Source: an optimization exercise on an open RTL-to-GDS flow (aim: a short achievable clock period and few clock cycles). Production flows keep margins and buffers that such runs may drop.
Only simulation tests tie the RTL to the original design; equivalence was not proved.
Power is estimated from default activity; no workload was simulated.

$ cat design.v
package cgra_pkg;
    localparam int DATA_W = 32;
    localparam int ADDR_W = 10;
    localparam int IMM_W  = 16;
    localparam int LANES  = 4;
    localparam int LANE_W = 2;                   
    localparam int ROWS   = 256 / LANES;         
    localparam int ROW_W  = 6;                   
    localparam int SLOTS  = 4;                   
    localparam logic [2:0] CMD_CFG_PE  = 3'd0;
    localparam logic [2:0] CMD_CFG_LSU = 3'd1;
    localparam logic [2:0] CMD_MEM_WR  = 3'd2;
    localparam logic [2:0] CMD_MEM_RD  = 3'd3;
    localparam logic [2:0] CMD_RUN     = 3'd4;
    localparam logic [2:0] OP_PASS = 3'd0;
    localparam logic [2:0] OP_ADD  = 3'd1;
    localparam logic [2:0] OP_SUB  = 3'd2;
    localparam logic [2:0] OP_MUL  = 3'd3;
    localparam logic [2:0] OP_AND  = 3'd4;
    localparam logic [2:0] OP_XOR  = 3'd5;
    localparam logic [2:0] OP_SHL  = 3'd6;
    localparam int PE_CFG_W = 3 + IMM_W;         
    localparam int SLOT_G_W = 6 * 32;
    localparam int SLOT_L_W = 3 * 8 + 5;
endpackage
`timescale 1ns/1ps
import cgra_pkg::*;
module cgra_spm (
    input  logic                          clk,
    input  logic [LANES-1:0][ROWS-1:0]    rrow,
    output logic [LANES-1:0][DATA_W-1:0]  rdata,
    input  logic [LANES-1:0][ROWS-1:0]    wen,       
    input  logic [LANES-1:0][DATA_W-1:0]  wdata
);
    logic [LANES-1:0][ROWS-1:0][DATA_W-1:0] mem;
    always_ff @(posedge clk) begin
        for (int b = 0; b < LANES; b++) begin
            for (int r = 0; r < ROWS; r++) begin
                if (wen[b][r]) mem[b][r] <= wdata[b];
            end
        end
    end
    always_comb begin
        for (int b = 0; b < LANES; b++) begin
            rdata[b] = '0;
            for (int r = 0; r < ROWS; r++) begin
                rdata[b] = rdata[b] | (mem[b][r] & {DATA_W{rrow[b][r]}});
            end
        end
    end
endmodule
`timescale 1ns/1ps
import cgra_pkg::*;
module cgra_host_if (
    input  logic                          clk,
    input  logic                          arst_n,
    input  logic [44:0]                   cmd,
    input  logic                          cmd_valid,
    output logic                          cmd_ready,
    output logic [DATA_W-1:0]             rsp,
    output logic                          rsp_valid,
    input  logic                          rsp_ready,
    output logic [3:0][PE_CFG_W-1:0]      pe_cfg,
    output logic [3:0][DATA_W-1:0]        pe_cadd,      
    output logic [ADDR_W-1:0]             src_base,
    output logic [ADDR_W-1:0]             dst_base,
    output logic [ADDR_W-1:0]             count,
    output logic                          cfg_stale,    
    output logic                          run_go,       
    input  logic                          done_set,     
    input  logic [LANES-1:0]              e_we,         
    input  logic [LANES-1:0][ROW_W-1:0]   e_wrow,
    output logic [LANES-1:0]              h_we,
    output logic [ROW_W-1:0]              h_wrow,
    output logic [DATA_W-1:0]             h_wdata,
    output logic                          acc_rd,       
    output logic                          acc_wr,       
    output logic                          acc_other,    
    output logic                          run_acc,      
    output logic [7:0]                    hr_d,         
    output logic [ADDR_W-1:0]             src_next,     
    output logic                          src_wr,       
    input  logic                          host_mode,    
    input  logic [LANES-1:0][DATA_W-1:0]  rowd          
);
    logic        v_q;
    logic [44:0] cmd_q;
    logic [2:0]  op_q;
    logic [9:0]  addr_q;
    logic [31:0] data_q;
    logic [2:0]  op_in;
    logic        acc;
    logic [LANES-1:0] hsel_q;
    logic [3:0]  pe_we_q;               
    logic [2:0]  lsu_we_q;              
    logic [1:0]  stale_q;
    logic [7:0]  hr_q, hp_q;
    logic [LANES-1:0] hp_oh_q;          
    logic        busy_q;                
    logic        busy_o_q;              
    logic        rsp_valid_o_q;         
    logic [DATA_W-1:0] rd_b;
    logic        ok_q;
    logic        hit, miss, miss_q1, miss_q2;
    logic        rsp_valid_q;
    logic [DATA_W-1:0] rsp_q;
    assign op_in  = cmd[44:42];
    assign acc    = cmd_valid && !busy_q;
    assign op_q   = cmd_q[44:42];
    assign addr_q = cmd_q[41:32];
    assign data_q = cmd_q[31:0];
    assign cmd_ready = !busy_o_q;
    assign rsp       = rsp_q;
    assign rsp_valid = rsp_valid_o_q;
    assign run_go    = v_q && (op_q == CMD_RUN);
    assign h_we      = hsel_q;
    assign h_wrow    = addr_q[7:LANE_W];
    assign h_wdata   = data_q;
    assign acc_rd    = acc && (op_in == CMD_MEM_RD);
    assign run_acc   = acc && (op_in == CMD_RUN);
    assign acc_wr    = acc && (op_in == CMD_MEM_WR);
    assign acc_other = acc && (op_in != CMD_MEM_RD) && (op_in != CMD_RUN);
    assign src_wr    = lsu_we_q[0];
    assign src_next  = src_wr ? data_q[ADDR_W-1:0] : src_base;
    assign cfg_stale = (stale_q != 2'd0);
    function automatic logic wr_hits(input logic [7:0] w,
                                     input logic [LANES-1:0] hs,
                                     input logic [7:0] ha,
                                     input logic [LANES-1:0] ewe,
                                     input logic [LANES-1:0][ROW_W-1:0] ewr);
        wr_hits = (|hs && ha == w) ||
                  (ewe[w[LANE_W-1:0]] && ewr[w[LANE_W-1:0]] == w[7:LANE_W]);
    endfunction
    logic hit_ok;
    assign hit_ok = ok_q && !wr_hits(hp_q, hsel_q, addr_q[7:0], e_we, e_wrow);
    assign hit    = acc && (op_in == CMD_MEM_RD) && (cmd[39:32] == hp_q) && hit_ok;
    assign miss   = acc && (op_in == CMD_MEM_RD) && !hit;
    always_comb begin
        rd_b = '0;
        for (int b = 0; b < LANES; b++) rd_b = rd_b | (rowd[b] & {DATA_W{hp_oh_q[b]}});
    end
    always_comb begin
        if (acc)          hr_d = hit ? (hp_q + 8'd1) : cmd[39:32];
        else if (miss_q1) hr_d = hr_q + 8'd1;
        else if (run_go)  hr_d = dst_base[7:0];
        else              hr_d = hr_q;
    end
    always_ff @(posedge clk) begin
        cmd_q  <= cmd;
    end
    always_ff @(posedge clk or negedge arst_n) begin
        if (!arst_n) begin
            v_q         <= 1'b0;
            hsel_q      <= '0;
            pe_we_q     <= '0;
            lsu_we_q    <= '0;
            rsp_q       <= '0;
            for (int k = 0; k < 4; k++) pe_cadd[k] <= '0;
            hr_q        <= '0;
            hp_q        <= '0;
            hp_oh_q     <= LANES'(1);
            busy_q      <= 1'b0;
            busy_o_q    <= 1'b0;
            rsp_valid_o_q <= 1'b0;
            ok_q        <= 1'b0;
            miss_q1     <= 1'b0;
            miss_q2     <= 1'b0;
            rsp_valid_q <= 1'b0;
            stale_q     <= '0;
            src_base    <= '0;
            dst_base    <= '0;
            count       <= '0;
            for (int k = 0; k < 4; k++) pe_cfg[k] <= '0;
        end else begin
            v_q         <= acc;
            busy_q      <= !done_set && (busy_q || (cmd_valid && op_in == CMD_RUN));
            busy_o_q    <= !done_set && (busy_o_q || (cmd_valid && op_in == CMD_RUN));
            for (int c = 0; c < LANES; c++) begin
                hsel_q[c] <= acc && (op_in == CMD_MEM_WR) && (cmd[32+LANE_W-1:32] == LANE_W'(c));
            end
            for (int k = 0; k < 4; k++) begin
                pe_we_q[k] <= acc && (op_in == CMD_CFG_PE) && (cmd[41:32] == 10'(k));
            end
            for (int k = 0; k < 3; k++) begin
                lsu_we_q[k] <= acc && (op_in == CMD_CFG_LSU) && (cmd[41:32] == 10'(k));
            end
            if (!rsp_valid_q) rsp_q <= rd_b;
            hp_q    <= hr_q;
            hp_oh_q <= LANES'(1) << hr_q[LANE_W-1:0];
            ok_q    <= host_mode && !wr_hits(hr_q, hsel_q, addr_q[7:0], e_we, e_wrow);
            hr_q    <= hr_d;
            miss_q1 <= miss;
            miss_q2 <= miss_q1;
            if (hit || miss_q2) begin
                rsp_valid_q <= 1'b1;
            end else if (rsp_ready) begin
                rsp_valid_q <= 1'b0;
            end
            if (hit || miss_q2) begin
                rsp_valid_o_q <= 1'b1;
            end else if (rsp_ready) begin
                rsp_valid_o_q <= 1'b0;
            end
            if (stale_q != 2'd0) stale_q <= stale_q - 2'd1;
            for (int k = 0; k < 4; k++) begin
                if (pe_we_q[k]) begin
                    pe_cfg[k]  <= data_q[PE_CFG_W-1:0];
                    pe_cadd[k] <= (data_q[PE_CFG_W-1 -: 3] == OP_SUB) ?
                                  (32'd0 - {{16{data_q[15]}}, data_q[15:0]}) :
                                  {{16{data_q[15]}}, data_q[15:0]};
                end
            end
            if (|pe_we_q) stale_q <= 2'd3;
            if (lsu_we_q[0]) src_base <= data_q[ADDR_W-1:0];
            if (lsu_we_q[1]) dst_base <= data_q[ADDR_W-1:0];
            if (lsu_we_q[2]) count    <= data_q[ADDR_W-1:0];
        end
    end
endmodule
`timescale 1ns/1ps
import cgra_pkg::*;
module cgra_load_lsu (
    input  logic                         clk,
    input  logic                         arst_n,
    input  logic                         acc_rd,
    input  logic                         acc_other,   
    input  logic                         run_acc,
    input  logic [7:0]                   hr_d,        
    input  logic [ADDR_W-1:0]            src_next,    
    input  logic                         src_wr,      
    input  logic                         eng_wr,      
    input  logic                         cfg_stale,
    input  logic [ADDR_W-1:0]            count,
    output logic [LANES-1:0][ROWS-1:0]   row,         
    output logic                         host_mode,   
    output logic                         start,       
    output logic [LANES-1:0]             lane_valid,  
    output logic                         grp_last     
);
    localparam logic [1:0] S_IDLE = 2'd0, S_PREP = 2'd1, S_STREAM = 2'd2;
    logic [1:0]           st_q;
    logic                 first_q;
    logic                 host_q;
    logic [ADDR_W:0]      rem_q;
    logic                 spec_ok, reading, abort;
    logic [ADDR_W:0]      rem;
    logic [LANES-1:0][ROWS-1:0] base_oh, next_oh;
    logic [ROWS-1:0]      host_oh;
    assign host_mode = host_q;
    logic sel_rot, sel_host, to_host, zero_cnt;
    assign zero_cnt = (count == '0);
    assign to_host  = !run_acc && (((st_q == S_PREP) && zero_cnt) ||
                                   ((st_q == S_STREAM) && first_q && zero_cnt) ||
                                   (reading && grp_last));
    assign sel_rot  = run_acc ? spec_ok :
                      (((st_q == S_PREP) && !zero_cnt && !cfg_stale) ||
                       (reading && !grp_last));
    assign sel_host = !run_acc && (to_host ||
                      ((st_q == S_IDLE) && (acc_rd || (host_q && !acc_other))));
    always_comb begin
        for (int b = 0; b < LANES; b++) begin
            base_oh[b] = ROWS'(1) << (src_next[7:LANE_W] +
                                      ((LANE_W'(b) < src_next[LANE_W-1:0]) ? 1'b1 : 1'b0));
            next_oh[b] = {row[b][ROWS-2:0], row[b][ROWS-1]};
        end
        host_oh = ROWS'(1) << hr_d[7:LANE_W];
    end
    assign spec_ok = !host_q && !src_wr && !eng_wr && (st_q == S_IDLE);
    assign abort   = first_q && ((count == '0) || cfg_stale);
    assign reading = (st_q == S_STREAM) && !abort;
    assign start   = reading && first_q;
    assign rem     = first_q ? {1'b0, count} : rem_q;
    always_comb begin
        for (int b = 0; b < LANES; b++) begin
            logic [LANE_W-1:0] off;
            off = LANE_W'(b) - src_next[LANE_W-1:0];    
            lane_valid[b] = reading && ((rem >= (ADDR_W+1)'(LANES)) ||
                                        ({{(ADDR_W+1-LANE_W){1'b0}}, off} < rem));
        end
    end
    assign grp_last = reading && (rem <= (ADDR_W+1)'(LANES));
    always_ff @(posedge clk or negedge arst_n) begin
        if (!arst_n) begin
            st_q    <= S_IDLE;
            first_q <= 1'b0;
            host_q  <= 1'b0;
            rem_q   <= '0;
            for (int b = 0; b < LANES; b++) row[b] <= ROWS'(1);
        end else begin
            if (reading) begin
                first_q <= 1'b0;
                rem_q   <= rem - (ADDR_W+1)'(LANES);
            end
            if (run_acc) host_q <= 1'b0;
            else if (to_host) host_q <= 1'b1;
            else if ((st_q == S_IDLE) && acc_rd) host_q <= 1'b1;
            else if ((st_q == S_IDLE) && acc_other) host_q <= 1'b0;
            for (int b = 0; b < LANES; b++) begin
                row[b] <= sel_rot ? next_oh[b] : (sel_host ? host_oh : base_oh[b]);
            end
            if (run_acc) begin
                first_q <= 1'b1;
                st_q    <= spec_ok ? S_STREAM : S_PREP;
            end else if (to_host) begin
                st_q    <= S_IDLE;
            end else if (st_q == S_PREP && !cfg_stale) begin
                st_q    <= S_STREAM;
            end else if (st_q == S_STREAM && abort) begin
                st_q    <= S_PREP;
            end
        end
    end
endmodule
`timescale 1ns/1ps
import cgra_pkg::*;
module cgra_pe_compile (
    input  logic                           clk,
    input  logic [3:0][PE_CFG_W-1:0]       pe_cfg,
    input  logic [3:0][DATA_W-1:0]         pe_cadd,
    output logic [2:0]                     first,      
    output logic [DATA_W-1:0]              b0_m,
    output logic [DATA_W-1:0]              b0_v,
    output logic [SLOTS-1:0][SLOT_G_W-1:0] slot_g,     
    output logic [SLOTS-1:0][SLOT_L_W-1:0] slot_l      
);
    logic [3:0]              ar;
    logic [3:0][2:0]         seg;
    logic [2:0]              n;
    logic [SLOTS:1][3:0]     a_pe_d, b_pe_d;    
    logic [3:0]              b0_pe_d;           
    logic [SLOTS:1][3:0]     a_pe, b_pe;
    logic [3:0]              b0_pe;
    always_comb begin
        for (int k = 0; k < 4; k++) begin
            logic [2:0] op;
            op = pe_cfg[k][PE_CFG_W-1 -: 3];
            ar[k] = (op == OP_ADD) || (op == OP_SUB) || (op == OP_MUL) || (op == OP_SHL);
        end
        seg[0] = {2'b0, ar[0]};
        for (int k = 1; k < 4; k++) seg[k] = seg[k-1] + {2'b0, ar[k]};
        n = seg[3];
        for (int k = 0; k < 4; k++) begin
            b0_pe_d[k] = !ar[k] && (seg[k] == 3'd0);
            for (int s = 1; s <= SLOTS; s++) begin
                a_pe_d[s][k] = ar[k]  && (3'd4 - n + seg[k]) == 3'(s);
                b_pe_d[s][k] = !ar[k] && (seg[k] != 3'd0) && (3'd4 - n + seg[k]) == 3'(s);
            end
        end
    end
    always_ff @(posedge clk) begin
        a_pe  <= a_pe_d;
        b_pe  <= b_pe_d;
        b0_pe <= b0_pe_d;
        first <= 3'd5 - n;
    end
    logic [3:0]              k_mul, k_add, k_shl;
    logic [3:0][DATA_W-1:0]  bm, bv, cadd, kconst;
    logic [3:0][SLOT_L_W-1:0] lcfg;
    always_comb begin
        for (int k = 0; k < 4; k++) begin
            logic [2:0]  op;
            logic [15:0] imm;
            logic [DATA_W-1:0] s_ext;
            logic [7:0]  sel1, sel2, neg;
            logic        b2, b1, b0;
            op    = pe_cfg[k][PE_CFG_W-1 -: 3];
            imm   = pe_cfg[k][IMM_W-1:0];
            s_ext = {{16{imm[15]}}, imm};
            k_mul[k] = (op == OP_MUL);
            k_add[k] = (op == OP_ADD) || (op == OP_SUB);
            k_shl[k] = (op == OP_SHL);
            bm[k] = (op == OP_AND) ? s_ext : '1;
            bv[k] = (op == OP_XOR) ? s_ext : '0;
            cadd[k] = pe_cadd[k];
            kconst[k] = '0;
            for (int j = 0; j < 8; j++) begin
                b2 = imm[2*j+1];
                b1 = imm[2*j];
                b0 = (j == 0) ? 1'b0 : imm[2*j-1];
                sel1[j] = b1 ^ b0;
                sel2[j] = (b2 & ~b1 & ~b0) | (~b2 & b1 & b0);
                neg[j]  = b2 & ~(b1 & b0);
                kconst[k][2*j] = neg[j];
            end
            lcfg[k] = {sel1, sel2, neg, imm[4:0]};
        end
    end
    logic [DATA_W-1:0]              b0_m_d, b0_v_d;
    logic [SLOTS-1:0][SLOT_G_W-1:0] slot_g_d;
    logic [SLOTS-1:0][SLOT_L_W-1:0] slot_l_d;
    always_comb begin
        b0_m_d = '1;
        b0_v_d = '0;
        for (int k = 0; k < 4; k++) begin
            if (b0_pe[k]) begin
                b0_v_d = (b0_v_d & bm[k]) ^ bv[k];
                b0_m_d = b0_m_d & bm[k];
            end
        end
        for (int s = 1; s <= SLOTS; s++) begin
            logic [DATA_W-1:0] m, v, ca, kc;
            logic [SLOT_L_W-1:0] l;
            logic km, ka, ks;
            km = 1'b0; ka = 1'b0; ks = 1'b0;
            ca = '0; kc = '0; l = '0;
            m = '1;
            v = '0;
            for (int k = 0; k < 4; k++) begin
                if (a_pe[s][k]) begin
                    km = km | k_mul[k];
                    ka = ka | k_add[k];
                    ks = ks | k_shl[k];
                    ca = ca | cadd[k];
                    kc = kc | kconst[k];
                    l  = l  | lcfg[k];
                end
                if (b_pe[s][k]) begin
                    v = (v & bm[k]) ^ bv[k];
                    m = m & bm[k];
                end
            end
            if (!(km || ka || ks)) v = '0;
            slot_g_d[s-1] = {m & {DATA_W{km}}, m & {DATA_W{ka}}, m & {DATA_W{ks}}, v, ca, kc};
            slot_l_d[s-1] = l;
        end
    end
    always_ff @(posedge clk) begin
        b0_m   <= b0_m_d;
        b0_v   <= b0_v_d;
        slot_g <= slot_g_d;
        slot_l <= slot_l_d;
    end
endmodule
module cgra_pe (
    input  logic                  clk,
    input  logic                  arst_n,
    input  logic                  en,       
    input  logic [SLOT_L_W-1:0]   cfg_l,
    input  logic [SLOT_G_W-1:0]   cfg_g,
    input  logic [DATA_W-1:0]     x,        
    output logic [DATA_W-1:0]     y         
);
    logic [SLOT_L_W-1:0] cl_q;
    always_ff @(posedge clk or negedge arst_n) begin
        if (!arst_n)  cl_q <= '0;
        else if (en)  cl_q <= cfg_l;
    end
    logic [DATA_W-1:0] s_mul, s_add, s_shl, bv, cadd, kconst;
    logic [4:0]        sh;
    logic [7:0]        sel1, sel2, neg;
    assign {s_mul, s_add, s_shl, bv, cadd, kconst} = cfg_g;
    assign {sel1, sel2, neg, sh} = cl_q;
    logic [8:0][DATA_W-1:0] pp;
    always_comb begin
        for (int j = 0; j < 8; j++) begin
            logic [DATA_W-1:0] z;
            z = ({DATA_W{sel1[j]}} & x) | ({DATA_W{sel2[j]}} & {x[DATA_W-2:0], 1'b0});
            z = z ^ {DATA_W{neg[j]}};
            pp[j] = z << (2 * j);
        end
        pp[8] = kconst;
    end
    function automatic logic [2*DATA_W-1:0] csa(input logic [DATA_W-1:0] a,
                                                 input logic [DATA_W-1:0] b,
                                                 input logic [DATA_W-1:0] c);
        logic [DATA_W-1:0] s, cy;
        s  = a ^ b ^ c;
        cy = (a & b) | (a & c) | (b & c);
        csa = {s, cy[DATA_W-2:0], 1'b0};
    endfunction
    logic [DATA_W-1:0] l1s0, l1c0, l1s1, l1c1, l1s2, l1c2;
    logic [DATA_W-1:0] l2s0, l2c0, l2s1, l2c1;
    logic [DATA_W-1:0] l3s, l3c;
    logic [DATA_W-1:0] l4s, l4c;
    assign {l1s0, l1c0} = csa(pp[0], pp[1], pp[2]);
    assign {l1s1, l1c1} = csa(pp[3], pp[4], pp[5]);
    assign {l1s2, l1c2} = csa(pp[6], pp[7], pp[8]);
    assign {l2s0, l2c0} = csa(l1s0, l1c0, l1s1);
    assign {l2s1, l2c1} = csa(l1c1, l1s2, l1c2);
    assign {l3s, l3c}   = csa(l2s0, l2c0, l2s1);
    assign {l4s, l4c}   = csa(l3s, l3c, l2c1);
    logic [DATA_W-1:0] ms_q, mc_q;
    always_ff @(posedge clk) begin
        ms_q <= l4s;
        mc_q <= l4c;
    end
    logic [DATA_W-1:0] y_mul, y_add, y_shl;
    assign y_mul = ms_q + mc_q;
    assign y_add = x + cadd;
    assign y_shl = x << sh;
    assign y     = ((s_mul & y_mul) | (s_add & y_add) | (s_shl & y_shl)) ^ bv;
endmodule
`timescale 1ns/1ps
import cgra_pkg::*;
module cgra_store_lsu (
    input  logic                             clk,
    input  logic                             arst_n,
    input  logic                             start,
    input  logic                             run_go,
    input  logic [ADDR_W-1:0]                src_base,
    input  logic [ADDR_W-1:0]                dst_base,
    input  logic [ADDR_W-1:0]                count,
    input  logic [LANES-1:0]                 f_valid,    
    input  logic [LANES-1:0][DATA_W-1:0]     f_data,
    input  logic                             f_last_d,   
    input  logic [LANES-1:0]                 f_valid_d,  
    output logic [LANES-1:0]                 we,         
    output logic [LANES-1:0][ROW_W-1:0]      wrow,
    output logic [LANES-1:0]                 we_d,       
    output logic [LANES-1:0][ROW_W-1:0]      wrow_d,
    output logic [LANES-1:0][DATA_W-1:0]     wdata,
    output logic                             done_set,
    output logic                             done
);
    logic [LANES-1:0][LANES-1:0] esel_q;    
    logic [LANE_W-1:0] rot, d_lo;
    logic [ROW_W-1:0]  d_hi;
    logic              done_q;
    assign d_lo = dst_base[LANE_W-1:0];
    assign d_hi = dst_base[7:LANE_W];
    assign rot  = src_base[LANE_W-1:0] - d_lo;
    always_comb begin
        for (int c = 0; c < LANES; c++) begin
            we[c]    = 1'b0;
            wdata[c] = '0;
            for (int l = 0; l < LANES; l++) begin
                we[c]    = we[c] | (esel_q[c][l] & f_valid[l]);
                wdata[c] = wdata[c] | (f_data[l] & {DATA_W{esel_q[c][l]}});
            end
        end
    end
    assign done_set = f_last_d || (run_go && count == '0);
    assign done     = done_q;
    logic [LANES-1:0][LANES-1:0] esel_d;
    always_comb begin
        for (int c = 0; c < LANES; c++) begin
            for (int l = 0; l < LANES; l++) begin
                esel_d[c][l] = start ? (LANE_W'(l) == LANE_W'(c) + rot) : esel_q[c][l];
            end
            wrow_d[c] = start ? (d_hi + ((LANE_W'(c) < d_lo) ? 1'b1 : 1'b0)) :
                        ((|f_valid) ? wrow[c] + 1'b1 : wrow[c]);
            we_d[c] = |(esel_d[c] & f_valid_d);
        end
    end
    always_ff @(posedge clk or negedge arst_n) begin
        if (!arst_n) begin
            esel_q <= '0;
            wrow   <= '0;
            done_q <= 1'b0;
        end else begin
            done_q <= done_set;
            esel_q <= esel_d;
            wrow   <= wrow_d;
        end
    end
endmodule
`timescale 1ns/1ps
import cgra_pkg::*;
module cgra_top #(
    parameter int NUM_PE    = 4,
    parameter int SPM_DEPTH = 256
) (
    input  logic        clk,
    input  logic        arst_n,
    input  logic [44:0] cmd,         
    input  logic        cmd_valid,
    output logic        cmd_ready,
    output logic [31:0] rsp,
    output logic        rsp_valid,
    input  logic        rsp_ready,
    output logic        done
);
    logic [3:0][PE_CFG_W-1:0]  pe_cfg;
    logic [3:0][DATA_W-1:0]    pe_cadd;
    logic [ADDR_W-1:0]         src_base, dst_base, count;
    logic                      cfg_stale, run_go, done_set;
    logic [LANES-1:0]          h_we;
    logic [ROW_W-1:0]          h_wrow;
    logic [DATA_W-1:0]         h_wdata;
    logic                      acc_rd, acc_wr, acc_other, run_acc, src_wr, host_mode;
    logic [7:0]                hr_d;
    logic [ADDR_W-1:0]         src_next;
    logic                      start, grp_last;
    logic [LANES-1:0][ROWS-1:0]   rd_row;
    logic [LANES-1:0]          lane_valid;
    logic [LANES-1:0][DATA_W-1:0] spm_rdata;
    logic [LANES-1:0][DATA_W-1:0] rowd;       
    logic [2:0]                first;
    logic [DATA_W-1:0]         b0_m, b0_v;
    logic [SLOTS-1:0][SLOT_G_W-1:0] slot_g;
    logic [SLOTS-1:0][SLOT_L_W-1:0] slot_l;
    logic [LANES-1:0]             e_we, e_we_d;
    logic [LANES-1:0][ROW_W-1:0]  e_wrow, e_wrow_d;
    logic [LANES-1:0][ROWS-1:0]   wen_q;       
    logic [LANES-1:0]             f_v_d;
    logic [LANES-1:0][DATA_W-1:0] e_wdata, spm_wdata;
    cgra_host_if u_host_if (
        .clk       (clk),
        .arst_n    (arst_n),
        .cmd       (cmd),
        .cmd_valid (cmd_valid),
        .cmd_ready (cmd_ready),
        .rsp       (rsp),
        .rsp_valid (rsp_valid),
        .rsp_ready (rsp_ready),
        .pe_cfg    (pe_cfg),
        .pe_cadd   (pe_cadd),
        .src_base  (src_base),
        .dst_base  (dst_base),
        .count     (count),
        .cfg_stale (cfg_stale),
        .run_go    (run_go),
        .done_set  (done_set),
        .e_we      (e_we),
        .e_wrow    (e_wrow),
        .h_we      (h_we),
        .h_wrow    (h_wrow),
        .h_wdata   (h_wdata),
        .acc_rd    (acc_rd),
        .acc_wr    (acc_wr),
        .acc_other (acc_other),
        .run_acc   (run_acc),
        .hr_d      (hr_d),
        .src_next  (src_next),
        .src_wr    (src_wr),
        .host_mode (host_mode),
        .rowd      (rowd)
    );
    cgra_pe_compile u_compile (
        .clk     (clk),
        .pe_cfg  (pe_cfg),
        .pe_cadd (pe_cadd),
        .first  (first),
        .b0_m   (b0_m),
        .b0_v   (b0_v),
        .slot_g (slot_g),
        .slot_l (slot_l)
    );
    cgra_load_lsu u_load_lsu (
        .clk        (clk),
        .arst_n     (arst_n),
        .acc_rd     (acc_rd),
        .acc_other  (acc_other),
        .run_acc    (run_acc),
        .hr_d       (hr_d),
        .src_next   (src_next),
        .src_wr     (src_wr),
        .eng_wr     (|f_v),
        .cfg_stale  (cfg_stale),
        .count      (count),
        .host_mode  (host_mode),
        .start      (start),
        .row        (rd_row),
        .lane_valid (lane_valid),
        .grp_last   (grp_last)
    );
    logic [SLOTS:1][LANES-1:0][DATA_W-1:0] in_q;      
    logic [SLOTS:1][LANES-1:0][DATA_W-1:0] y;         
    logic [SLOTS:1][LANES-1:0]             in_v, m_v, out_v;
    logic [SLOTS:1]                        in_l, m_l, out_l;
    logic [SLOTS:1]                        k_mul;
    logic [LANES-1:0][DATA_W-1:0]          entry;
    logic [LANES-1:0][DATA_W-1:0]          f_q;
    logic [LANES-1:0]                      f_v;
    logic                                  f_l_d;
    logic [LANES-1:0]                      idle;
    logic [LANES-1:0][SLOTS+1:1]           ent_q;     
    always_comb begin
        for (int b = 0; b < LANES; b++) begin
            idle[b] = !f_v[b];
            for (int s = 1; s <= SLOTS; s++) idle[b] = idle[b] && !in_v[s][b] && !m_v[s][b];
        end
    end
    for (genvar b = 0; b < LANES; b++) begin : g_entry
        assign entry[b] = (rowd[b] & b0_m) ^ b0_v;
        always_ff @(posedge clk or negedge arst_n) begin
            if (!arst_n) begin
                ent_q[b] <= '0;
            end else if (idle[b]) begin
                for (int s = 1; s <= SLOTS + 1; s++) ent_q[b][s] <= (first == 3'(s));
            end
        end
    end
    for (genvar s = 1; s <= SLOTS; s++) begin : g_slot
        assign k_mul[s] = |slot_g[s-1][SLOT_G_W-1 -: DATA_W];
        assign out_v[s] = k_mul[s] ? m_v[s] : in_v[s];
        assign out_l[s] = k_mul[s] ? m_l[s] : in_l[s];
        for (genvar b = 0; b < LANES; b++) begin : g_lane
            cgra_pe u_pe (
                .clk   (clk),
                .arst_n(arst_n),
                .en    (idle[b]),
                .cfg_l (slot_l[s-1]),
                .cfg_g (slot_g[s-1]),
                .x     (in_q[s][b]),
                .y     (y[s][b])
            );
            if (s == 1) begin : g_in1
                always_ff @(posedge clk) in_q[s][b] <= entry[b];
            end else begin : g_inn
                always_ff @(posedge clk) begin
                    in_q[s][b] <= y[s-1][b] | (entry[b] & {DATA_W{ent_q[b][s]}});
                end
            end
        end
        always_ff @(posedge clk or negedge arst_n) begin
            if (!arst_n) begin
                in_v[s] <= '0;
                in_l[s] <= 1'b0;
                m_v[s]  <= '0;
                m_l[s]  <= 1'b0;
            end else begin
                if (s == 1) begin
                    in_v[s] <= (first == 3'd1) ? lane_valid : '0;
                    in_l[s] <= (first == 3'd1) && grp_last;
                end else begin
                    in_v[s] <= (first == 3'(s)) ? lane_valid : out_v[s-1];
                    in_l[s] <= (first == 3'(s)) ? grp_last : out_l[s-1];
                end
                m_v[s] <= in_v[s];
                m_l[s] <= in_l[s];
            end
        end
    end
    assign f_l_d = (first == 3'd5) ? grp_last : out_l[SLOTS];
    for (genvar b = 0; b < LANES; b++) begin : g_f
        always_ff @(posedge clk) begin
            f_q[b] <= y[SLOTS][b] | (entry[b] & {DATA_W{ent_q[b][SLOTS+1]}});
        end
    end
    assign f_v_d = (first == 3'd5) ? lane_valid : out_v[SLOTS];
    always_ff @(posedge clk or negedge arst_n) begin
        if (!arst_n) f_v <= '0;
        else         f_v <= f_v_d;
    end
    cgra_store_lsu u_store_lsu (
        .clk      (clk),
        .arst_n   (arst_n),
        .start    (start),
        .run_go   (run_go),
        .src_base (src_base),
        .dst_base (dst_base),
        .count    (count),
        .f_valid  (f_v),
        .f_data   (f_q),
        .f_last_d (f_l_d),
        .f_valid_d(f_v_d),
        .we       (e_we),
        .wrow     (e_wrow),
        .we_d     (e_we_d),
        .wrow_d   (e_wrow_d),
        .wdata    (e_wdata),
        .done_set (done_set),
        .done     (done)
    );
    always_ff @(posedge clk or negedge arst_n) begin
        if (!arst_n) begin
            wen_q <= '0;
        end else begin
            for (int c = 0; c < LANES; c++) begin
                for (int r = 0; r < ROWS; r++) begin
                    wen_q[c][r] <= (e_we_d[c] && e_wrow_d[c] == ROW_W'(r)) ||
                                   (acc_wr && cmd[32+LANE_W-1:32] == LANE_W'(c) &&
                                    cmd[39:32+LANE_W] == ROW_W'(r));
                end
            end
        end
    end
    for (genvar c = 0; c < LANES; c++) begin : g_wport
        assign spm_wdata[c] = h_we[c] ? h_wdata : e_wdata[c];
    end
    cgra_spm u_spm (
        .clk   (clk),
        .rrow  (rd_row),
        .rdata (spm_rdata),
        .wen   (wen_q),
        .wdata (spm_wdata)
    );
    for (genvar b = 0; b < LANES; b++) begin : g_rowd
        logic fwd;
        assign fwd = h_we[b] && |(rd_row[b] & wen_q[b]);
        always_ff @(posedge clk) begin
            rowd[b] <= fwd ? h_wdata : spm_rdata[b];
        end
    end
endmodule
$ cat flow/run.sh
#!/bin/bash
# Standard ORFS layout (the standard.sh, unchanged synthesis), with the
# timing repair asked to leave extra setup slack so that it optimises towards
# the period the design can reach instead of stopping at the 10 ns clock,
# wider clock-tree sink clusters (fewer tree levels), and global routing
# steered to the upper metal layers (flow/fastroute.tcl).
set -euo pipefail
bash standard.sh SETUP_SLACK_MARGIN=6.3 TNS_END_PERCENT=100 ABC_CLOCK_PERIOD_IN_PS=3800 \
    CORE_UTILIZATION=40 PLACE_DENSITY=0.52 CTS_CLUSTER_SIZE=20 CTS_CLUSTER_DIAMETER=120 \
    FASTROUTE_TCL="$PWD/flow/fastroute.tcl" \
    finish > flow_make.log 2>&1
$ cat flow/fastroute.tcl
# Global routing capacity: keep most signal wiring off met1/met2, where the
# dense datapath and scratchpad cells need the tracks for pin access.
set_global_routing_layer_adjustment met1 0.55
set_global_routing_layer_adjustment met2 0.35
set_global_routing_layer_adjustment met3 0.15
set_global_routing_layer_adjustment met4 0.15
set_global_routing_layer_adjustment met5 0.15

set_routing_layers -clock $::env(MIN_CLK_ROUTING_LAYER)-$::env(MAX_ROUTING_LAYER)
set_routing_layers -signal $::env(MIN_ROUTING_LAYER)-$::env(MAX_ROUTING_LAYER)
$ cat standard.sh
#!/bin/bash
# synth_recipe.tcl (not shown) runs the flow's synth.tcl, then flattens the netlist and writes it again
# the make line also repeats each setting of config.mk as NAME=value (left out here)
make -C /OpenROAD-flow-scripts/flow DESIGN_CONFIG=/design/flow/config.mk WORK_HOME=/design/flow/orfs CLKGATE_MAP_FILE= SYNTH_SCRIPT=/design/flow/synth_recipe.tcl "${@:-finish}"
$ cat config.mk
export PLATFORM = sky130hd
export DESIGN_NAME = cgra_top
export DESIGN_NICKNAME = cgra_top
export VERILOG_FILES = /design/flow/design.v
export SDC_FILE = /design/flow/constraint.sdc
export NUM_CORES = 8
export LEC_CHECK = 0
export CAP_MARGIN = 20
export CORE_MARGIN = 2
export CORE_UTILIZATION = 40
export SLEW_MARGIN = 20
export SYNTH_MEMORY_MAX_BITS = 16384
$ cat constraint.sdc
create_clock -name core_clock -period 10.0 [get_ports {clk}]
set_input_delay 2.0000 -clock core_clock [delete_from_list [all_inputs] [get_ports {clk}]]
set_output_delay 2.0000 -clock core_clock [all_outputs]
set_load 0.01 [all_outputs]
==> flow_summary_export.csv, run 1 <==
group,metric,value,unit
cts,cts_made_buffers,717,
synthesis,synth-seq-cells,11800,
setup_path,critPathMaxStageDelay,650,ps
hold_path,worstHoldPathType,"register to register",
synthesis,synthesis.area,613000,um2
synthesis,syn_avg_cell_area,12.2,um2
route,drtAntennaViolNets,0,
global_route,gr-total-overflow,0,
setup_path,slowest_stage,"dfrtp_4",
synthesis,synth_cell_types,115,
sta,tightest_slew,1510,ps
final_layout,final_core_util,45.1,%
route,routedWlPerCell,49.2,um
status,outcome,"failed layout checks",
synthesis,syn_inst,50200,
synthesis,ys_seq_area_share,52.8,%
final_layout,stdcell_count,72600,
floorplanning,die_area,1540000,um2
place,placed_area,645000,um2
synthesis,synth-edff-count,8192,
floorplanning,die_y,1240,um
sta,finalMaxSlewViolations,22,
cts,h-tree-depth,6,
sta,fin_setup_tns,0,ps
final_layout,final-seq-area,326000,um2
route,drtIter0Drc,40600,
route,routed_wl,3570000,um
sta,skew,147,ps
setup_path,endpoint_kind,"primary output",
place,io_buffers,83,
final_layout,nets,53600,
cts,path_clk_slew,90,ps
cts,clkLatencyLatePin,1350,ps
sta,grt_setup_unrepaired,"true",
sta,slew_headroom,-1.10,%
power_and_ir_drop,ir_drop,0.000233,V
sta,finalHoldViolCount,0,
global_route,grt_pass1_vias,493000,
final_layout,multi_input_area,276000,um2
cts,ctsHoldBuffers,0,
final_layout,fin_area,690000,um2
final_layout,drive_gt1_share,14.7,%
place,gp_congestion,1.06,
cts,clk_path_buf_depth,5,
synthesis,ys_async_sr_fraction,11.0,%
synthesis,ys.flop_type,"edfxtp_1",
setup_path,required,8000,ps
global_route,grt_pass1_wl,4630000,um
synthesis,yosys_warnings,7,
route,drc,0,
setup_path,arrival,2170,ps
floorplanning,num_rows,454,
place,dp_slack,3030,ps
final_layout,areaGrowthSynthToFinish,12.5,%
route,detail_route.first_pass.iterations,8,
cts,cts_tree,"done",
setup_path,cp.buffers_inverters,1,
place,hpwl,2350000,um
global_route,grt_max_degree,140,
floorplanning,num_io_pins,84,
sta,period_minus_slack,4170,ps
power_and_ir_drop,power_per_cell_area,189,nW/um2
setup_path,path_cells,"buf_6",
sta,setup_viol,0,
setup_path,crit_type,"register to primary output",
route,viasPerCell,6.60,
cts,root_buffer,"clkbuf_16",
sta,whs,383,ps
global_route,antenna_found_initial,719,
flow_run,cap_viol_max_count,1,
sta,max_freq,0.240,GHz
setup_path,path_max_fanout,2,
route,dr_total_vias,479000,
cts,clock_sinks,11800,
floorplanning,placeableCoreArea,1530000,um2
global_route,grt_use_total,55.9,%
final_layout,fill_cells,139000,
sta,setup_ws,5830,ps
place,dp.cells,68800,
sta,timing.final.crit_share,41.7,%
floorplanning,start_util,40.1,%
power_and_ir_drop,p_total,130,mW
setup_path,critPathLaunchType,"register",
status,violations,"max-capacitance violations, max-slew violations",
setup_path,crit_family,"flip-flops",
floorplanning,fp.dieW,1240,um
power_and_ir_drop,p_leak,240,nW
## path summary, 6_finish.rpt
kind	endpoint	from	slack [ps]	depth (start not counted)
max in group asynchronous	wen_q[101]	arst_n	6770	3
max reg2reg	in_q[357]	g_slot[2].g_lane[3].u_pe.cl_q[21]	6060	8
min in group asynchronous	g_slot[2].g_lane[1].u_pe.cl_q[12]	arst_n	690	1
max	rsp[16]	u_host_if.rsp_q[16]	5830	1
min reg2reg	m_l[4]	in_l[4]	380	0
min	m_l[4]	in_l[4]	380	0
## power by group
part           total (mW)  leakage [nW]  switching [mW]  internal (mW)
Sequential           56.4           101            3.67           52.8
Combinational        41.6           129            30.2           11.4
Clock                32.4          10.5            18.3           14.2
Total                 130           240            52.1           78.3
## layer usage
layer	global-route usage, %	vias up	share of wire [%]
met5	10.1	-	0.45
met4	51.3	545	13
met3	41.1	14500	18
met2	70.4	39700	39
met1	66.8	235000	29
li1	-	189000	-
## synth_stat cells (89+ instances only)
cell,number,area (um2)
edfxtp_1,8192,246000
a22oi_1,6041,45400
nand2_1,3530,13300
clkbuf_1,3248,12200
xnor2_1,3179,27800
inv_1,2443,9170
dfxtp_1,2262,45300
fa_1,2179,43600
xor2_1,1665,14600
ha_1,1657,20700
nor2_1,1634,6130
a21oi_1,1379,6900
dfrtp_1,1293,32400
a221oi_1,1111,9730
a22o_1,1032,9040
o21ai_0,906,4530
mux2_2,804,9050
buf_1,796,2990
nand3_1,674,3370
a31oi_1,647,4050
mux2i_1,611,6120
nand4_1,609,3810
o22ai_1,381,2380
nor3_1,377,1890
a21o_1,361,2710
mux4_2,357,8040
a211oi_1,220,1650
nand2b_1,204,1280
nor4_1,188,1180
nor2b_1,187,1170
and3_1,185,1160
a222oi_1,172,1720
o21a_1,133,998
o211ai_1,106,796
and2_1,105,657
or3_1,100,626
nor3b_1,90,676
o21bai_1,89,668
## registers in the layout, summed over array words and instances (netlist names), 24 cells and up
register / count
u_spm.mem: 8192
g_slot.g_lane.u_pe.ms_q: 512
in_q: 512
g_slot.g_lane.u_pe.mc_q: 448
g_slot.g_lane.u_pe.cl_q: 432
u_compile.slot_g: 320
u_load_lsu.row: 256
wen_q: 256
f_q: 128
rowd: 128
u_compile.slot_l: 108
u_host_if.pe_cfg: 72
u_host_if.pe_cadd: 68
u_host_if.cmd_q: 43
u_host_if.rsp_q: 32
u_store_lsu.wrow: 24
## cells by family (layout without fill, tap and decap cells)
kind of cell | count (synthesis) | count (layout) | synth area share (%)
XOR/XNOR | 4844 | 4844 | 6.92
AO/OA/AOI/OAI | 13400 | 13400 | 15.9
buffers and inverters | 6563 | 6589 | 4.04
flip-flops | 11800 | 11800 | 52.8
other | 1 | 2029 | 0.000611
AND/OR/NAND/NOR | 8130 | 8141 | 6.06
multiplexers | 1772 | 1772 | 3.78
adder cells (fa/ha/maj) | 3836 | 3836 | 10.5
## layout make-up
cell class,instances,share of cell area (%)
antenna,2023,0.734
clock buffer,1084,2.84
clock inverter,166,0.344
inverter,2465,1.35
multi-input combinational,32000,39.9
sequential,11800,47.2
tap,20300,3.68
timing repair buffer,2873,3.91
timing repair inverter,1,0.000725
## layout by cell type (no fill, tap or decap), types with 356 or more instances in the layout
cell type / Yosys / final
edfxtp_1: 8192 / 8192
a21oi_1: 1379 / 1290
clkbuf_16: 0 / 754
inv_1: 2443 / 2426
dfrtp_1: 1293 / 586
nand3_1: 674 / 658
a31oi_1: 647 / 472
diode_2: 0 / 2023
a22o_1: 1032 / 1029
nor2_1: 1634 / 1557
mux4_2: 357 / 357
a22oi_1: 6041 / 6026
buf_4: 14 / 2218
dfxtp_1: 2262 / 1939
xnor2_1: 3179 / 3018
nand2_1: 3530 / 3415
mux2_2: 804 / 738
nand4_1: 609 / 609
o21ai_0: 906 / 814
dfrtp_2: 0 / 549
fa_1: 2179 / 2167
a21o_1: 361 / 356
xor2_1: 1665 / 1629
ha_1: 1657 / 1552
a221oi_1: 1111 / 1046
mux2i_1: 611 / 586
## what timing repair did
item | in CTS | in global routing
cloned | 22 | 29
setup buffers | 218 | 300
pin swaps | 171 | 330
setup endpoints to repair | 1682 | 989
resized for setup | 1514 | 1349
Testbench counts, summed over its fixed seeds: cycles 9,107.
==> run 2, diff against run 1 <==
--- a/design.v
+++ b/design.v
@@ -100,3 +100,2 @@
     logic        busy_o_q;              
-    logic        rsp_valid_o_q;         
     logic [DATA_W-1:0] rd_b;
@@ -113,3 +112,3 @@
     assign rsp       = rsp_q;
-    assign rsp_valid = rsp_valid_o_q;
+    assign rsp_valid = rsp_valid_q;
     assign run_go    = v_q && (op_q == CMD_RUN);
@@ -163,3 +162,2 @@
             busy_o_q    <= 1'b0;
-            rsp_valid_o_q <= 1'b0;
             ok_q        <= 1'b0;
@@ -168,3 +166,3 @@
             rsp_valid_q <= 1'b0;
-            stale_q     <= '0;
+            stale_q     <= 2'd3;         
             src_base    <= '0;
@@ -186,3 +184,3 @@
             end
-            if (!rsp_valid_q) rsp_q <= rd_b;
+            if (hit || miss_q2) rsp_q <= rd_b;
             hp_q    <= hr_q;
@@ -198,7 +196,2 @@
             end
-            if (hit || miss_q2) begin
-                rsp_valid_o_q <= 1'b1;
-            end else if (rsp_ready) begin
-                rsp_valid_o_q <= 1'b0;
-            end
             if (stale_q != 2'd0) stale_q <= stale_q - 2'd1;
@@ -437,2 +430,3 @@
     input  logic                  en,       
+    input  logic                  en2,      
     input  logic [SLOT_L_W-1:0]   cfg_l,
@@ -442,3 +436,3 @@
 );
-    logic [SLOT_L_W-1:0] cl_q;
+    logic [SLOT_L_W-1:0] cl_q, ch_q;
     always_ff @(posedge clk or negedge arst_n) begin
@@ -447,7 +441,13 @@
     end
+    always_ff @(posedge clk or negedge arst_n) begin
+        if (!arst_n)  ch_q <= '0;
+        else if (en2) ch_q <= cfg_l;
+    end
     logic [DATA_W-1:0] s_mul, s_add, s_shl, bv, cadd, kconst;
     logic [4:0]        sh;
-    logic [7:0]        sel1, sel2, neg;
+    logic [7:0]        sel1, sel2, neg, sel1h, sel2h, negh;
+    logic [4:0]        shh;
     assign {s_mul, s_add, s_shl, bv, cadd, kconst} = cfg_g;
     assign {sel1, sel2, neg, sh} = cl_q;
+    assign {sel1h, sel2h, negh, shh} = ch_q;
     logic [8:0][DATA_W-1:0] pp;
@@ -455,6 +455,8 @@
         for (int j = 0; j < 8; j++) begin
-            logic [DATA_W-1:0] z;
-            z = ({DATA_W{sel1[j]}} & x) | ({DATA_W{sel2[j]}} & {x[DATA_W-2:0], 1'b0});
-            z = z ^ {DATA_W{neg[j]}};
-            pp[j] = z << (2 * j);
+            logic [DATA_W-1:0] z, zh;
+            z  = ({DATA_W{sel1[j]}} & x) | ({DATA_W{sel2[j]}} & {x[DATA_W-2:0], 1'b0});
+            z  = z ^ {DATA_W{neg[j]}};
+            zh = ({DATA_W{sel1h[j]}} & x) | ({DATA_W{sel2h[j]}} & {x[DATA_W-2:0], 1'b0});
+            zh = zh ^ {DATA_W{negh[j]}};
+            pp[j] = ((z << (2 * j)) & 32'h0000_FFFF) | ((zh << (2 * j)) & 32'hFFFF_0000);
         end
@@ -692,2 +694,3 @@
                 .en    (idle[b]),
+                .en2   (!in_v[s][b] && !m_v[s][b]),
                 .cfg_l (slot_l[s-1]),
==> flow/run.sh (replaced) <==
#!/bin/bash
# Standard ORFS layout (the standard.sh, unchanged synthesis) in two parts:
#  1. synthesis, floorplan and placement;
#  2. the flip-flops that drive output ports are moved next to their port
#     buffers and the placement is legalised again (flow/move_run.tcl);
#  3. clock tree, routing and finishing.
# Settings: the timing repair leaves extra setup slack so that it optimises
# towards the period the design can reach instead of stopping at the 10 ns
# clock, wider clock-tree sink clusters (fewer tree levels), and global
# routing steered to the upper metal layers (flow/fastroute.tcl).
set -euo pipefail
VARS=(SETUP_SLACK_MARGIN=6.3 TNS_END_PERCENT=100 ABC_CLOCK_PERIOD_IN_PS=3800
      CORE_UTILIZATION=44 PLACE_DENSITY=0.55 CTS_CLUSTER_SIZE=20 CTS_CLUSTER_DIAMETER=120
      FASTROUTE_TCL="$PWD/flow/fastroute.tcl")
bash standard.sh "${VARS[@]}" place > flow_make_place.log 2>&1
ODB="$PWD/orfs/results/${FLOW_PLATFORM}/cgra_top/base/3_place.odb"
MOVE_ODB="$ODB" openroad -no_init -exit flow/move_run.tcl > flow_move.log 2>&1
bash standard.sh "${VARS[@]}" finish > flow_make.log 2>&1
==> flow/move_out.tcl (new file) <==
# Move the flip-flops that drive output ports next to the port buffers, so
# the output paths are short; the paths into those flip-flops are internal
# and have time to spare. Then legalise.
set block [ord::get_db_block]
set core [$block getCoreArea]
set cx [expr {([$core xMin] + [$core xMax]) / 2}]
set cy [expr {([$core yMin] + [$core yMax]) / 2}]
set moved 0
proc driver_inst {net} {
  foreach it [$net getITerms] {
    if {[$it isOutputSignal]} { return [$it getInst] }
  }
  return ""
}
proc input_net {inst} {
  foreach it [$inst getITerms] {
    if {[$it isInputSignal]} { return [$it getNet] }
  }
  return ""
}
foreach bt [$block getBTerms] {
  if {[$bt getIoType] != "OUTPUT"} { continue }
  set net [$bt getNet]
  if {$net == "NULL" || $net == ""} { continue }
  set buf [driver_inst $net]
  if {$buf == ""} { continue }
  # walk back through buffers/inverters (single-input cells) to the flip-flop
  set cur $buf
  set chain {}
  for {set k 0} {$k < 4} {incr k} {
    set in [input_net $cur]
    if {$in == ""} { break }
    set d [driver_inst $in]
    if {$d == ""} { break }
    lappend chain $d
    set m [[$d getMaster] getName]
    if {[string match "*df*" $m]} { break }
    set cur $d
  }
  set loc [$buf getLocation]
  set bx [lindex $loc 0]; set by [lindex $loc 1]
  # step from the buffer towards the core centre
  set dx [expr {$cx > $bx ? 8000 : -8000}]
  set dy [expr {$cy > $by ? 8000 : -8000}]
  set i 1
  foreach d $chain {
    if {[$d isFixed]} { continue }
    $d setLocation [expr {$bx + $i * $dx / 2}] [expr {$by + $i * $dy / 2}]
    incr i
    incr moved
  }
}
puts "moved $moved cells"
==> flow/move_run.tcl (new file) <==
# Reads the placed design, moves the output-driving flip-flops next to their
# port buffers (move_out.tcl), legalises and writes the placement back.
set odb $::env(MOVE_ODB)
read_db $odb
source [file join [file dirname [info script]] move_out.tcl]
detailed_placement
check_placement -verbose
write_db $odb
==> run 2 against run 1 <==
Compared with the run above:
- still fails the layout checks on max-capacitance violations, max-slew violations
- routed wire length grew 0.27%
- synthesized area grew 2.1%
- first-iteration DRC count grew 7.4%
- clock power grew 3%
- clock skew grew 26 ps
- cell count shrank 0.45%
- total power shrank 24%
- global-route usage grew 4.9 points
- critical path type is now register to register
- critical endpoint is now u_host_if.rsp_q[12]
- worst hold slack lost 9.0 ps
==> flow_summary_export.csv, run 2 <==
group,metric,value,unit
status,outcome,"failed layout checks",
status,violations,"max-capacitance violations, max-slew violations",
synthesis,synth-edff-count,8192,
global_route,grt_pass1_wl,4650000,um
global_route,grt_use_total,60.8,%
synthesis,synth_area_leaders,"edfxtp_1, a22oi_1, dfxtp_1",
global_route,grt_max_degree,144,
synthesis,ys_seq_area_share,53.3,%
cts,clock_sinks,12100,
sta,slew_headroom,-16.1,%
synthesis,ys_async_sr_fraction,13.9,%
sta,setup_viol,0,
setup_path,path_max_fanout,25,
global_route,gr-total-overflow,0,
sta,skew,172,ps
route,met3_length,692000,um
synthesis,synth_cell_types,118,
final_layout,final_core_util,49.3,%
cts,clk_path_buf_depth,5,
setup_path,ff2ff_setup_slack,5680,ps
power_and_ir_drop,swShare,28.7,%
floorplanning,die_y,1200,um
power_and_ir_drop,pwr-share-clk,33.8,%
power_and_ir_drop,p_total,99.0,mW
power_and_ir_drop,seq_power_share,55.7,%
power_and_ir_drop,ir_drop,0.000228,V
route,viasPerCell,6.77,
synthesis,syn_avg_cell_area,12.2,um2
floorplanning,die_area,1430000,um2
cts,path_clk_slew,90,ps
setup_path,arrival,5340,ps
final_layout,nets,54300,
route,dr_total_vias,489000,
flow_run,cap_viol_max_count,3,
floorplanning,num_io_pins,84,
final_layout,reg_top3,"u_spm.mem: 8192 flops, g_slot.g_lane.u_pe.ms_q: 512 flops, in_q: 512 flops",
synthesis,synth_top_area_cell,"edfxtp_1",
sta,grt_setup_unrepaired,"true",
power_and_ir_drop,p_leak,265,nW
cts,cts_tree,"done",
synthesis,ys.flop_type,"edfxtp_1",
power_and_ir_drop,power_per_cell_area,141,nW/um2
global_route,antenna_found_initial,770,
synthesis,yosys_warnings,7,
power_and_ir_drop,switching_power,28.4,mW
cts,root_buffer,"clkbuf_16",
floorplanning,fp.dieW,1200,um
setup_path,endpoint_kind,"register",
route,drt-met1-wl,1010000,um
synthesis,yosysTopAreaCellShare,39.3,%
route,drc,0,
sta,fin_setup_tns,0,ps
cts,clkLatencyLatePin,1400,ps
place,hpwl,2370000,um
setup_path,required,11020,ps
final_layout,final_cell_mix,"edfxtp_1, a22oi_1, nand2_1",
final_layout,drive_gt1_share,15.1,%
route,met2WireLength,1360000,um
route,drtAntennaViolNets,0,
setup_path,critPathLaunchType,"register",
synthesis,synthMostInstantiatedCell,"edfxtp_1",
floorplanning,start_util,44.1,%
final_layout,areaGrowthSynthToFinish,12.0,%
sta,finalHoldViolCount,0,
route,detail_route.first_pass.iterations,10,
cts,cts_made_buffers,738,
sta,max_freq,0.231,GHz
final_layout,layout.cells.most_common,"edfxtp_1",
route,top_layer_used,"met5",
sta,tightest_slew,1740,ps
synthesis,synthesis.area,626000,um2
cts,ctsHoldBuffers,0,
setup_path,crit_type,"register to register",
place,gp_congestion,1.06,
place,io_buffers,83,
floorplanning,placeableCoreArea,1420000,um2
cts,h-tree-depth,6,
sta,timing.final.crit_share,43.2,%
synthesis,syn_inst,51100,
final_layout,regMostFlops,"u_spm.mem",
hold_path,worstHoldPathType,"register to register",
route,routed_wl,3580000,um
final_layout,largest_reg_flops,8192,
power_and_ir_drop,p_int,70.6,mW
global_route,grt_pass1_vias,500000,
synthesis,synth-seq-cells,12100,
floorplanning,num_rows,438,
power_and_ir_drop,combinationalPowerShare,10.5,%
sta,finalMaxSlewViolations,54,
sta,period_minus_slack,4320,ps
route,drtIter0Drc,43600,
route,routedWlPerCell,49.5,um
synthesis,synth_commonest_cells,"edfxtp_1, a22oi_1, nand2_1",
## run 2: cell count changes after synthesis, moves of 32 or more
| cell | change |
|---|---|
| o22a_1 | +114 |
| dfrtp_1 | +382 |
| clkbuf_1 | +129 |
| nand2_1 | -77 |
| a21o_1 | +80 |
| nor2_1 | +130 |
| xnor2_1 | +62 |
| and3_1 | -32 |
| a31oi_1 | -243 |
| mux2_2 | +378 |
| mux4_2 | -122 |
| buf_1 | -101 |
| a21oi_1 | +173 |
## run 2: power groups by stage
stage	combinational [mW]	sequential, mW	clock [mW]
after detailed placement	7.80	56.5	0
after global routing	10.2	55.1	35.1
final	10.3	55.2	33.5
after global placement	7.74	56.5	0
after CTS	9.01	55.0	33.4
after floorplan	3.37	55.1	0
## run 2: worst paths after layout
check	startpoint	to	depth (start not counted)
min	in_l[1]	m_l[1]	0
min in group asynchronous	arst_n	g_slot[3].g_lane[3].u_pe.ch_q[25]	1
max in group asynchronous	arst_n	u_host_if.pe_cfg[10]	3
max reg2reg	u_host_if.hp_q[1]	u_host_if.rsp_q[12]	10
min reg2reg	in_l[1]	m_l[1]	0
max	u_host_if.hp_q[1]	u_host_if.rsp_q[12]	10
## run 2: worst max-delay path, stage by stage (launching register included)
cell and delay (ps):
dfrtp_4 530, mux4_2 550, xor2_2 160, a2111o_2 630, o21ai_4 200, buf_8 140
nand2b_4 60, buf_12 160, buf_12 180, clkbuf_16 180, a31oi_4 1160
## run 2: repair_timing
action	in CTS	in global routing
setup endpoints to repair	1405	1143
cloned	16	20
gates resized for setup	1425	1379
buffers inserted	226	234
pin swaps	182	387
## run 2: kinds of logic after synthesis
family                     after synthesis  share of synthesized area, %
buffers and inverters                 6631                          4.00
xor gates and xnor gates              4908                          6.87
AOI/OAI and AO/OA                    13500                          15.7
and+or+nand+nor                       8085                          5.86
adders and majority gates             3836                          10.3
other                                    1                      0.000599
muxes                                 2042                          3.97
DFF                                  12100                          53.3
## run 2: through the flow
step           std cells  instance area, um2  setup WS, ps  hold slack (ps)
3_5_place_dp       68100              656000          3250              357
5_1_grt            71600              699000          5710              403
4_1_cts            69700              686000          6020              376
6_report           72300              701000          5680              374
3_3_place_gp       68100              655000          2160              359
2_1_floorplan      51100              626000          5820              350
## run 2: per-layer routing
metal  vias up  global-route usage [%]
li1     191000                       -
met3     15700                    48.2
met2     43300                    73.4
met4       600                    57.1
met1    238000                    70.6
met5         -                    16.1
## run 2: cell type report
cell class,count,area (um2)
diodes,2311,5780
inverters,2480,9370
well taps,18900,23700
clock inverters,167,2680
flip-flops and latches,12100,335000
repair inverters,5,38.8
clock buffers,1160,20300
multi-input cells,32400,278000
fillers,125000,720000
repair buffers,2732,25300
Testbench counts of run 2, summed over its fixed seeds: cycles 9,107.
==> run 3, diff against run 2 <==
--- a/flow/run.sh
+++ b/flow/run.sh
@@ -11,3 +11,3 @@
 set -euo pipefail
-VARS=(SETUP_SLACK_MARGIN=6.3 TNS_END_PERCENT=100 ABC_CLOCK_PERIOD_IN_PS=3800
+VARS=(SETUP_SLACK_MARGIN=6.3 TNS_END_PERCENT=100 ABC_CLOCK_PERIOD_IN_PS=3800 CAP_MARGIN=40 SLEW_MARGIN=40
       CORE_UTILIZATION=44 PLACE_DENSITY=0.55 CTS_CLUSTER_SIZE=20 CTS_CLUSTER_DIAMETER=120
==> run 3 against run 2 <==
Compared with the run above:
- now clean on timing, DRC and antenna
- register-to-register slack improved by 140 ps
- largest power group unchanged
- via count decreased by 0.63%
- maximum frequency increased by 3.2%
- largest cell class unchanged
- worst hold slack better by 0.56 ps
==> flow_summary_export.csv, run 3 <==
group,metric,value,unit
status,outcome,"no timing/DRC/antenna violations",
synthesis,synth-edff-count,8192,
setup_path,path_max_fanout,17,
route,detail_route.first_pass.iterations,8,
setup_path,crit_type,"register to register",
route,routedWlPerCell,49.4,um
final_layout,fill_cells,125000,
route,viasPerCell,6.76,
synthesis,synthesis.area,626000,um2
floorplanning,num_rows,438,
synthesis,syn_inst,51100,
sta,timing.final.crit_share,41.9,%
place,gp_congestion,1.06,
setup_path,arrival,5260,ps
sta,slew_headroom,20.5,%
floorplanning,num_io_pins,84,
setup_path,cpMostUsedCell,"buf_12",
sta,whs,374,ps
setup_path,endpoint_kind,"register",
final_layout,regMostFlops,"u_spm.mem",
floorplanning,die_y,1200,um
sta,skew,179,ps
cts,cts_tree,"done",
sta,finalMaxSlewViolations,0,
final_layout,areaGrowthSynthToFinish,12.2,%
global_route,grt_use_total,60.3,%
floorplanning,placeableCoreArea,1420000,um2
sta,setup_viol,0,
power_and_ir_drop,power_per_cell_area,141,nW/um2
final_layout,layout.cells.most_common,"edfxtp_1",
cts,clk_path_buf_depth,5,
synthesis,synth_cell_types,118,
setup_path,path_cells,"mux4_2 -> xor2_1 -> a2111o_1 -> buf_12 -> buf_6 -> o21ai_4 -> buf_6 -> nand2b_4 -> buf_12 -> buf_12 -> buf_16 -> buf_4 -> a31oi_4",
cts,cts_made_buffers,739,
route,drtIter0Drc,43900,
synthesis,synth_commonest_cells,"edfxtp_1, a22oi_1, nand2_1",
sta,finalHoldViolCount,0,
route,drc,0,
final_layout,final_cell_mix,"edfxtp_1, a22oi_1, nand2_1",
final_layout,largest_reg_flops,8192,
setup_path,required,11070,ps
route,routed_wl,3560000,um
global_route,grt_max_degree,144,
route,drtAntennaViolNets,0,
route,dr_total_vias,486000,
final_layout,nets,54400,
synthesis,syn_avg_cell_area,12.2,um2
setup_path,critPathLaunchType,"register",
global_route,antenna_found_initial,739,
place,io_buffers,83,
global_route,grt_pass1_wl,4610000,um
synthesis,synth_top_area_cell,"edfxtp_1",
place,hpwl,2370000,um
cts,clock_sinks,12100,
place,placed_area,659000,um2
cts,clkLatencyLatePin,1390,ps
hold_path,worstHoldPathType,"register to register",
cts,root_buffer,"clkbuf_16",
sta,grt_setup_unrepaired,"true",
setup_path,critPathMaxStageDelay,850,ps
synthesis,ys_seq_area_share,53.3,%
synthesis,synth_area_leaders,"edfxtp_1, a22oi_1, dfxtp_1",
synthesis,ys_async_sr_fraction,13.9,%
floorplanning,fp.dieW,1200,um
sta,period_minus_slack,4190,ps
global_route,grt_pass1_vias,499000,
final_layout,reg_top3,"u_spm.mem: 8192 flops, g_slot.g_lane.u_pe.ms_q: 512 flops, in_q: 512 flops",
sta,fin_setup_tns,0,ps
final_layout,drive_gt1_share,15.4,%
floorplanning,start_util,44.1,%
synthesis,synthMostInstantiatedCell,"edfxtp_1",
power_and_ir_drop,ir_drop,0.000219,V
final_layout,fin_area,702000,um2
power_and_ir_drop,p_leak,266,nW
synthesis,yosysTopAreaCellShare,39.3,%
setup_path,slowest_stage,"a31oi_4",
flow_run,cap_viol_max_count,0,
sta,tightest_slew,1190,ps
global_route,gr-total-overflow,0,
synthesis,yosys_warnings,7,
floorplanning,die_area,1430000,um2
power_and_ir_drop,p_total,99.1,mW
cts,h-tree-depth,6,
synthesis,synth-seq-cells,12100,
sta,max_freq,0.239,GHz
cts,path_clk_slew,90,ps
synthesis,ys.flop_type,"edfxtp_1",
final_layout,final_core_util,49.4,%
run 3: metrics by stage:
stage / instances / setup WS [ps]
global placement: 68100 / 2160
global route: 71400 / 5870
CTS: 69800 / 6010
finish: 72000 / 5810
detailed placement: 68200 / 3630
floorplan: 51100 / 5820
run 3: timing repair:
item,CTS,global route
endpoints found under the setup margin,1136,927
gates resized for setup,1484,998
gates cloned,14,14
pin swaps,265,318
hold buffers,0,0
buffers inserted,268,167
run 3: worst max-delay path, delay by kind of cell (launching register included):
| kind | cells | cell delay, ps |
|---|---|---|
| compound gates | 3 | 1420 |
| xor+xnor | 1 | 150 |
| simple gates | 1 | 210 |
| mux | 1 | 530 |
| buf+inv | 7 | 1070 |
| flops | 1 | 540 |
run 3: final timing paths:
check | startpoint | to | slack, ps | cells after the start
max | u_host_if.hp_q[1] | u_host_if.rsp_q[13] | 5810 | 13
min | in_l[1] | m_l[1] | 370 | 0
max reg2reg | u_host_if.hp_q[1] | u_host_if.rsp_q[13] | 5810 | 13
min reg2reg | in_l[1] | m_l[1] | 370 | 0
max in group asynchronous | arst_n | u_load_lsu.row[138] | 7080 | 4
min in group asynchronous | arst_n | g_slot[3].g_lane[3].u_pe.ch_q[25] | 600 | 1
run 3: layout make-up:
type / count / area, um2 / share of cell area (%)
flip-flops and latches: 12100 / 336000 / 47.8
multi-input cells: 32400 / 279000 / 39.7
repair buffers: 2781 / 26600 / 3.79
well taps: 18900 / 23700 / 3.37
clock buffers: 1169 / 20400 / 2.90
inverters: 2480 / 9360 / 1.33
diodes: 1934 / 4840 / 0.689
clock inverters: 163 / 2700 / 0.384
repair inverters: 1 / 16.3 / 0.00232
run 3: cell families (layout without fill, tap and decap cells):
logic type / Yosys count / in the layout / share of synthesized area (%)
compound gates: 13500 / 13500 / 15.7
xor+xnor: 4908 / 4908 / 6.87
fa+ha+maj: 3836 / 3836 / 10.3
buf+inv: 6631 / 6594 / 4.00
flops: 12100 / 12100 / 53.3
mux: 2042 / 2042 / 3.97
other cells: 1 / 1940 / 0.000599
simple gates: 8085 / 8087 / 5.86
run 3: metal layers:
layer	part of all wire [%]	global-route usage (%)	vias to the layer above
met4	14	57.0	569
met5	0.62	15.4	-
met1	28	70.8	237000
met2	38	73.4	42300
li1	-	-	191000
met3	19	46.3	15000
run 3: where the power goes:
| group | internal, mW | switching [mW] |
|---|---|---|
| Sequential | 53.6 | 1.49 |
| Clock | 14.6 | 18.9 |
| Combinational | 2.51 | 7.91 |

afterwards: timing with drivers on the ports:
The results above use ideal ports. As a check the final layouts listed here were re-extracted and re-timed, cells and wires unchanged. Step 1: set_driving_cell puts a clkbuf_16 on clk and a buf_2 on each other input, an assumption about the parent block. Step 2 moves the port delays by t, midway between the first and last clock arrival at a register: inputs arrive t later, outputs are due t later. That takes back most of the time a late clock gives input paths. Three values: ideal ports, drivers, drivers and shift; two values: the first two.
| run | t (ns) | slack for setup (ns) | hold slack, ns | worst setup path after step 2 | slew at the worst register clock pin (ns) |
|---|---|---|---|---|---|
| run 1 | 1.501 | 5.827 / 5.606 / 4.922 | 0.383 / 0.383 / 0.383 | input to register | 0.11 / 0.11 |
| run 2 | 1.515 | 5.675 / 5.675 / 4.479 | 0.374 / 0.374 / 0.374 | input to register | 0.11 / 0.11 |
| run 3 | 1.511 | 5.810 / 5.810 / 4.638 | 0.374 / 0.374 / 0.374 | input to register | 0.11 / 0.11 |
The setup slack of run 2, which loses most, moves by 0.000 ns with the drivers and by -1.196 ns with both steps.
